Context: an optimization exercise on an open-source flow, tuned for small area. The choices shown serve that exercise and are no tape-out recipe. RTL that was checked went through simulation tests only; none was proved equivalent to the original. No activity file was given, so power comes from the tool's default toggle rates.

==> exp/juniper: inputs <==
==> flow/design.v <==
module branch_predictor #(
  parameter int ENTRIES  = 32,
  parameter int CTR_BITS = 2,
  parameter int CNT_W    = 16
) (
  input  logic             clock,
  input  logic             reset,
  input  logic [31:0]      IF_PC,
  output logic             pred_hit,
  output logic             pred_taken,
  output logic [31:0]      pred_target,
  input  logic             res_valid,
  input  logic [31:0]      res_PC,
  input  logic             res_taken,
  input  logic [31:0]      res_target,
  input  logic             res_pred_taken,
  input  logic [31:0]      res_pred_target,
  output logic             IF_flush,
  output logic [31:0]      redirect_PC,
  output logic [CNT_W-1:0] branch_count,
  output logic [CNT_W-1:0] miss_count
);
  localparam int IW = $clog2(ENTRIES);
  localparam int TW = 30 - IW;
  logic [ENTRIES-1:0]  valid_reg;
  logic [TW-1:0]       tag_reg    [ENTRIES];
  logic [31:0]         target_reg [ENTRIES];
  logic [1:0]          ctr_reg    [ENTRIES];
  logic [CNT_W-1:0] branch_count_reg;
  logic [CNT_W-1:0] miss_count_reg;
  logic [TW-1:0] if_tag, res_tag;
  logic [ENTRIES-1:0] if_sel, res_sel;
  assign if_tag  = IF_PC[31:IW+2];
  assign res_tag = res_PC[31:IW+2];
  for (genvar gi = 0; gi < ENTRIES; gi++) begin : g_dec
    assign if_sel[gi]  = (IF_PC[IW+1:2]  == IW'(gi));
    assign res_sel[gi] = (res_PC[IW+1:2] == IW'(gi));
  end
  localparam int NG = (ENTRIES + 2) / 3;
  logic          if_valid, res_valid_e;
  logic [TW-1:0] if_tag_rd, res_tag_rd;
  logic [31:0]   if_tgt_rd;
  logic          if_ctr1;
  logic [1:0]    res_ctr;
  logic          g_if_valid  [NG];
  logic [TW-1:0] g_if_tag    [NG];
  logic [31:0]   g_if_tgt    [NG];
  logic          g_if_ctr1   [NG];
  logic          g_res_valid [NG];
  logic [TW-1:0] g_res_tag   [NG];
  logic [1:0]    g_res_ctr   [NG];
  for (genvar g = 0; g < NG; g++) begin : g_grp
    always_comb begin
      g_if_valid[g]  = 1'b0;
      g_if_tag[g]    = '0;
      g_if_tgt[g]    = '0;
      g_if_ctr1[g]   = 1'b0;
      g_res_valid[g] = 1'b0;
      g_res_tag[g]   = '0;
      g_res_ctr[g]   = '0;
      for (int k = 3 * g; k < 3 * g + 3 && k < ENTRIES; k++) begin
        g_if_valid[g]  = g_if_valid[g]  | (if_sel[k] & valid_reg[k]);
        g_if_tag[g]    = g_if_tag[g]    | ({TW{if_sel[k]}} & tag_reg[k]);
        g_if_tgt[g]    = g_if_tgt[g]    | ({32{if_sel[k]}} & target_reg[k]);
        g_if_ctr1[g]   = g_if_ctr1[g]   | (if_sel[k] & ctr_reg[k][1]);
        g_res_valid[g] = g_res_valid[g] | (res_sel[k] & valid_reg[k]);
        g_res_tag[g]   = g_res_tag[g]   | ({TW{res_sel[k]}} & tag_reg[k]);
        g_res_ctr[g]   = g_res_ctr[g]   | ({2{res_sel[k]}} & ctr_reg[k]);
      end
    end
  end
  always_comb begin
    if_valid    = 1'b0;
    if_tag_rd   = '0;
    if_tgt_rd   = '0;
    if_ctr1     = 1'b0;
    res_valid_e = 1'b0;
    res_tag_rd  = '0;
    res_ctr     = '0;
    for (int g = 0; g < NG; g++) begin
      if_valid    = if_valid    | g_if_valid[g];
      if_tag_rd   = if_tag_rd   | g_if_tag[g];
      if_tgt_rd   = if_tgt_rd   | g_if_tgt[g];
      if_ctr1     = if_ctr1     | g_if_ctr1[g];
      res_valid_e = res_valid_e | g_res_valid[g];
      res_tag_rd  = res_tag_rd  | g_res_tag[g];
      res_ctr     = res_ctr     | g_res_ctr[g];
    end
  end
  function automatic logic [31:0] pc_plus4(input logic [31:0] pc);
    logic [6:0] blk_ones;
    logic [7:0] blk_cin;
    logic       c;
    for (int k = 0; k < 7; k++)
      blk_ones[k] = &pc[4*k+2 +: 4];
    blk_cin[0] = 1'b1;
    for (int k = 1; k < 8; k++)
      blk_cin[k] = blk_cin[k-1] & blk_ones[k-1];
    pc_plus4[1:0] = pc[1:0];
    for (int k = 0; k < 8; k++) begin
      c = blk_cin[k];
      for (int j = 0; j < 4; j++) begin
        if (4*k+2+j < 32) begin
          pc_plus4[4*k+2+j] = pc[4*k+2+j] ^ c;
          c = c & pc[4*k+2+j];
        end
      end
    end
  endfunction
  logic res_hit;
  assign pred_hit    = if_valid & (if_tag_rd == if_tag);
  assign pred_taken  = pred_hit & if_ctr1;
  assign pred_target = pred_taken ? if_tgt_rd : pc_plus4(IF_PC);
  assign IF_flush    = res_valid & ((res_taken ^ res_pred_taken) |
                                    (res_taken & (res_target != res_pred_target)));
  assign redirect_PC = res_taken ? res_target : pc_plus4(res_PC);
  assign res_hit = res_valid_e & (res_tag_rd == res_tag);
  logic [1:0] ctr_next;
  always_comb begin
    if (res_taken) begin
      if (res_hit) ctr_next = {res_ctr[1] | res_ctr[0], ~res_ctr[0] | res_ctr[1]};
      else         ctr_next = 2'b10;
    end else begin
      ctr_next = {res_ctr[1] & res_ctr[0], res_ctr[1] & ~res_ctr[0]};
    end
  end
  logic alloc_go, ctr_go;
  assign alloc_go = res_valid & res_taken;
  assign ctr_go   = res_valid & (res_taken | res_hit);
  always_ff @(posedge clock) begin
    for (int i = 0; i < ENTRIES; i++) begin
      if (alloc_go && res_sel[i]) begin
        tag_reg[i]    <= res_tag;
        target_reg[i] <= res_target;
      end
      if (ctr_go && res_sel[i])
        ctr_reg[i] <= ctr_next;
    end
  end
  always_ff @(posedge clock) begin
    if (reset) valid_reg <= '0;
    else       valid_reg <= valid_reg | ({ENTRIES{alloc_go}} & res_sel);
  end
  function automatic logic [CNT_W-1:0] sat_inc(input logic [CNT_W-1:0] v);
    logic c;
    c = ~(&v);
    for (int b = 0; b < CNT_W; b++) begin
      sat_inc[b] = v[b] ^ c;
      c = c & v[b];
    end
  endfunction
  always_ff @(posedge clock) begin
    if (reset) begin
      branch_count_reg <= '0;
      miss_count_reg   <= '0;
    end else begin
      if (res_valid) branch_count_reg <= sat_inc(branch_count_reg);
      if (IF_flush)  miss_count_reg   <= sat_inc(miss_count_reg);
    end
  end
  assign branch_count = branch_count_reg;
  assign miss_count   = miss_count_reg;
endmodule
==> flow/flow/run.sh <==
#!/bin/bash
# Standard ORFS layout with three changes, all through ORFS's own variables:
#  - synthesis maps the combinational logic with ABC's &nf area mapper
#    (flow/abc_area.script) in place of ORFS's area script; registers, their
#    names and cell types come out exactly as in standard synthesis;
#  - the port buffers are the smallest buffer cell (buf_1) and resizing grows them as needed;
#  - CTS uses small clock buffers, larger sink clusters and no dummy loads.
set -euo pipefail
work=$(pwd)
rm -rf "$work/scripts_x"
cp -r "$FLOW_HOME/scripts" "$work/scripts_x"
cp "$work/flow/abc_area.script" "$work/scripts_x/abc_area.script"
bash "$work/standard.sh" SCRIPTS_DIR="$work/scripts_x" \
  BUFFER_PORTS_ARGS="-buffer_cell sky130_fd_sc_hd__buf_1" \
  CTS_ARGS="-sink_clustering_enable -repair_clock_nets -dont_use_dummy_load -buf_list {sky130_fd_sc_hd__clkbuf_8} -sink_clustering_size 16 -sink_clustering_max_diameter 50" \
  finish > "$work/make_finish.log" 2>&1
==> flow/flow/abc_area.script <==
strash
&get -n
&dch
&nf -R 1000 -p -F 8 -A 4
&put
topo
stime -c
==> flow/standard.sh <==
#!/bin/bash
# synth_recipe.tcl (not shown) runs the flow's synth.tcl, then flattens the netlist and writes it again
# the make line also repeats each setting of config.mk as NAME=value (left out here)
make -C /OpenROAD-flow-scripts/flow DESIGN_CONFIG=/design/flow/config.mk WORK_HOME=/design/flow/orfs CLKGATE_MAP_FILE= SYNTH_SCRIPT=/design/flow/synth_recipe.tcl "${@:-finish}"
==> flow/config.mk <==
export PLATFORM = sky130hd
export DESIGN_NAME = branch_predictor
export DESIGN_NICKNAME = branch_predictor
export VERILOG_FILES = /design/flow/design.v
export SDC_FILE = /design/flow/constraint.sdc
export NUM_CORES = 4
export LEC_CHECK = 0
export ABC_AREA = 1
export CAP_MARGIN = 0
export CORE_MARGIN = 2
export CORE_UTILIZATION = 70
export PLACE_DENSITY = 0.8
export SLEW_MARGIN = 0
==> flow/constraint.sdc <==
create_clock -name core_clock -period 12.0 [get_ports {clock}]
set_input_delay 2.4000 -clock core_clock [delete_from_list [all_inputs] [get_ports {clock}]]
set_output_delay 2.4000 -clock core_clock [all_outputs]
set_load 0.01 [all_outputs]
==> inputs of exp/indigo, as changes to exp/juniper <==
--- a/flow/design.v
+++ b/flow/design.v
@@ -36,39 +36,11 @@
     assign if_sel[gi]  = (IF_PC[IW+1:2]  == IW'(gi));
     assign res_sel[gi] = (res_PC[IW+1:2] == IW'(gi));
   end
-  localparam int NG = (ENTRIES + 2) / 3;
   logic          if_valid, res_valid_e;
   logic [TW-1:0] if_tag_rd, res_tag_rd;
   logic [31:0]   if_tgt_rd;
   logic          if_ctr1;
   logic [1:0]    res_ctr;
-  logic          g_if_valid  [NG];
-  logic [TW-1:0] g_if_tag    [NG];
-  logic [31:0]   g_if_tgt    [NG];
-  logic          g_if_ctr1   [NG];
-  logic          g_res_valid [NG];
-  logic [TW-1:0] g_res_tag   [NG];
-  logic [1:0]    g_res_ctr   [NG];
-  for (genvar g = 0; g < NG; g++) begin : g_grp
-    always_comb begin
-      g_if_valid[g]  = 1'b0;
-      g_if_tag[g]    = '0;
-      g_if_tgt[g]    = '0;
-      g_if_ctr1[g]   = 1'b0;
-      g_res_valid[g] = 1'b0;
-      g_res_tag[g]   = '0;
-      g_res_ctr[g]   = '0;
-      for (int k = 3 * g; k < 3 * g + 3 && k < ENTRIES; k++) begin
-        g_if_valid[g]  = g_if_valid[g]  | (if_sel[k] & valid_reg[k]);
-        g_if_tag[g]    = g_if_tag[g]    | ({TW{if_sel[k]}} & tag_reg[k]);
-        g_if_tgt[g]    = g_if_tgt[g]    | ({32{if_sel[k]}} & target_reg[k]);
-        g_if_ctr1[g]   = g_if_ctr1[g]   | (if_sel[k] & ctr_reg[k][1]);
-        g_res_valid[g] = g_res_valid[g] | (res_sel[k] & valid_reg[k]);
-        g_res_tag[g]   = g_res_tag[g]   | ({TW{res_sel[k]}} & tag_reg[k]);
-        g_res_ctr[g]   = g_res_ctr[g]   | ({2{res_sel[k]}} & ctr_reg[k]);
-      end
-    end
-  end
   always_comb begin
     if_valid    = 1'b0;
     if_tag_rd   = '0;
@@ -77,34 +49,23 @@
     res_valid_e = 1'b0;
     res_tag_rd  = '0;
     res_ctr     = '0;
-    for (int g = 0; g < NG; g++) begin
-      if_valid    = if_valid    | g_if_valid[g];
-      if_tag_rd   = if_tag_rd   | g_if_tag[g];
-      if_tgt_rd   = if_tgt_rd   | g_if_tgt[g];
-      if_ctr1     = if_ctr1     | g_if_ctr1[g];
-      res_valid_e = res_valid_e | g_res_valid[g];
-      res_tag_rd  = res_tag_rd  | g_res_tag[g];
-      res_ctr     = res_ctr     | g_res_ctr[g];
+    for (int i = 0; i < ENTRIES; i++) begin
+      if_valid    = if_valid    | (if_sel[i] & valid_reg[i]);
+      if_tag_rd   = if_tag_rd   | ({TW{if_sel[i]}} & tag_reg[i]);
+      if_tgt_rd   = if_tgt_rd   | ({32{if_sel[i]}} & target_reg[i]);
+      if_ctr1     = if_ctr1     | (if_sel[i] & ctr_reg[i][1]);
+      res_valid_e = res_valid_e | (res_sel[i] & valid_reg[i]);
+      res_tag_rd  = res_tag_rd  | ({TW{res_sel[i]}} & tag_reg[i]);
+      res_ctr     = res_ctr     | ({2{res_sel[i]}} & ctr_reg[i]);
     end
   end
   function automatic logic [31:0] pc_plus4(input logic [31:0] pc);
-    logic [6:0] blk_ones;
-    logic [7:0] blk_cin;
-    logic       c;
-    for (int k = 0; k < 7; k++)
-      blk_ones[k] = &pc[4*k+2 +: 4];
-    blk_cin[0] = 1'b1;
-    for (int k = 1; k < 8; k++)
-      blk_cin[k] = blk_cin[k-1] & blk_ones[k-1];
+    logic c;
     pc_plus4[1:0] = pc[1:0];
-    for (int k = 0; k < 8; k++) begin
-      c = blk_cin[k];
-      for (int j = 0; j < 4; j++) begin
-        if (4*k+2+j < 32) begin
-          pc_plus4[4*k+2+j] = pc[4*k+2+j] ^ c;
-          c = c & pc[4*k+2+j];
-        end
-      end
+    c = 1'b1;
+    for (int b = 2; b < 32; b++) begin
+      pc_plus4[b] = pc[b] ^ c;
+      c = c & pc[b];
     end
   endfunction
   logic res_hit;
==> flow/flow/run.sh (replaced) <==
#!/bin/bash
# Standard ORFS layout, except that synthesis maps the combinational logic with
# ABC's &nf area mapper (flow/abc_area.script) in place of ORFS's area script.
# Registers, their names and cell types come out exactly as in standard synthesis.
set -euo pipefail
work=$(pwd)
rm -rf "$work/scripts_x"
cp -r "$FLOW_HOME/scripts" "$work/scripts_x"
cp "$work/flow/abc_area.script" "$work/scripts_x/abc_area.script"
bash "$work/standard.sh" SCRIPTS_DIR="$work/scripts_x" finish > "$work/make_finish.log" 2>&1
==> flow/flow/abc_area.script (replaced) <==
strash
&get -n
&dch
&nf -R 1000 -p
&put
topo
stime -c
CAP_MARGIN = 20   (was 0)
CORE_UTILIZATION = 25   (was 70)
PLACE_DENSITY = 0.45   (was 0.8)
SLEW_MARGIN = 20   (was 0)
==> qor summary <==
Status: exp/juniper complete, no violations; exp/indigo complete, no violations
Growth of design area from synthesis to finish: exp/juniper 8.95%; exp/indigo 23.8%
Maximum achievable frequency: exp/juniper 93.7 MHz; exp/indigo 84.4 MHz
Number of diodes added for antenna fixing: exp/juniper 9; exp/indigo 5
Part of the Yosys area used for sequential elements: exp/juniper 78.3%; exp/indigo 76.6%
First-pass GRT wire length: exp/juniper 341 mm; exp/indigo 456 mm
Largest clock skew in the final design: exp/juniper 0.0760 ns; exp/indigo 0.0491 ns
Worst Path Arrival: exp/juniper 8.27 ns; exp/indigo 9.45 ns
Number of well taps: exp/juniper 1391; exp/indigo 3958
Detailed Route WL: exp/juniper 246 mm; exp/indigo 343 mm
WP buf/inv: exp/juniper 4; exp/indigo 2
Final standard cell area without fillers: exp/juniper 80700 um^2; exp/indigo 93700 um^2
CP max stage cell: exp/juniper a221oi_1; exp/indigo clkdlybuf4s50_1
R2r startpoint: exp/juniper tag_reg[5][15]; exp/indigo tag_reg[0][20]
Total clock buffers created by CTS: exp/juniper 153; exp/indigo 205
Power drawn by the sequential cells: exp/juniper 0.00753 W; exp/indigo 0.00754 W
# rows: exp/juniper 119; exp/indigo 201
Max FO, Critical Path: exp/juniper 62; exp/indigo 2
Synth Area in XOR/XNOR: exp/juniper 1.06%; exp/indigo 0.799%
P_leak: exp/juniper 24.4 nW; exp/indigo 29.9 nW
Met2 track demand over resource in global routing: exp/juniper 65.2%; exp/indigo 34.1%
Worst slew slack as a fraction of its limit: exp/juniper 2.87%; exp/indigo 23.7%
Only the layout flow was run in exp/indigo; the RTL was not checked for function there.

what the ideal ports hide:
The results above use ideal ports. As a check the final layouts listed here were re-extracted and re-timed, cells and wires unchanged.
Step 1 assumes that a clkbuf_16 drives the clock port and a buf_2 every other input.
Step 2 adds t to the input delays and takes it off the output delays; t is the mean of the earliest and latest rising clock arrival at the registers after step 1. Input paths then give back, and output paths get back, about the clock's delay inside the block.
Three values: ideal ports, drivers, drivers and shift; two values: the first two.
| run | t (ns) | slack for setup (ns) | worst setup path after step 2 | worst slew at a driven data input, ns |
|---|---|---|---|---|
| exp/juniper | 0.948 | 1.329 / 1.182 / 1.182 | input to output | 0.16 |
| exp/indigo | 0.939 | 0.154 / 0.131 / 0.131 | input to output | 0.11 |
After both steps setup and hold are still met in every run listed. For exp/juniper, which loses most, drivers alone change the setup slack by -0.147 ns; drivers and shift together by -0.147 ns.
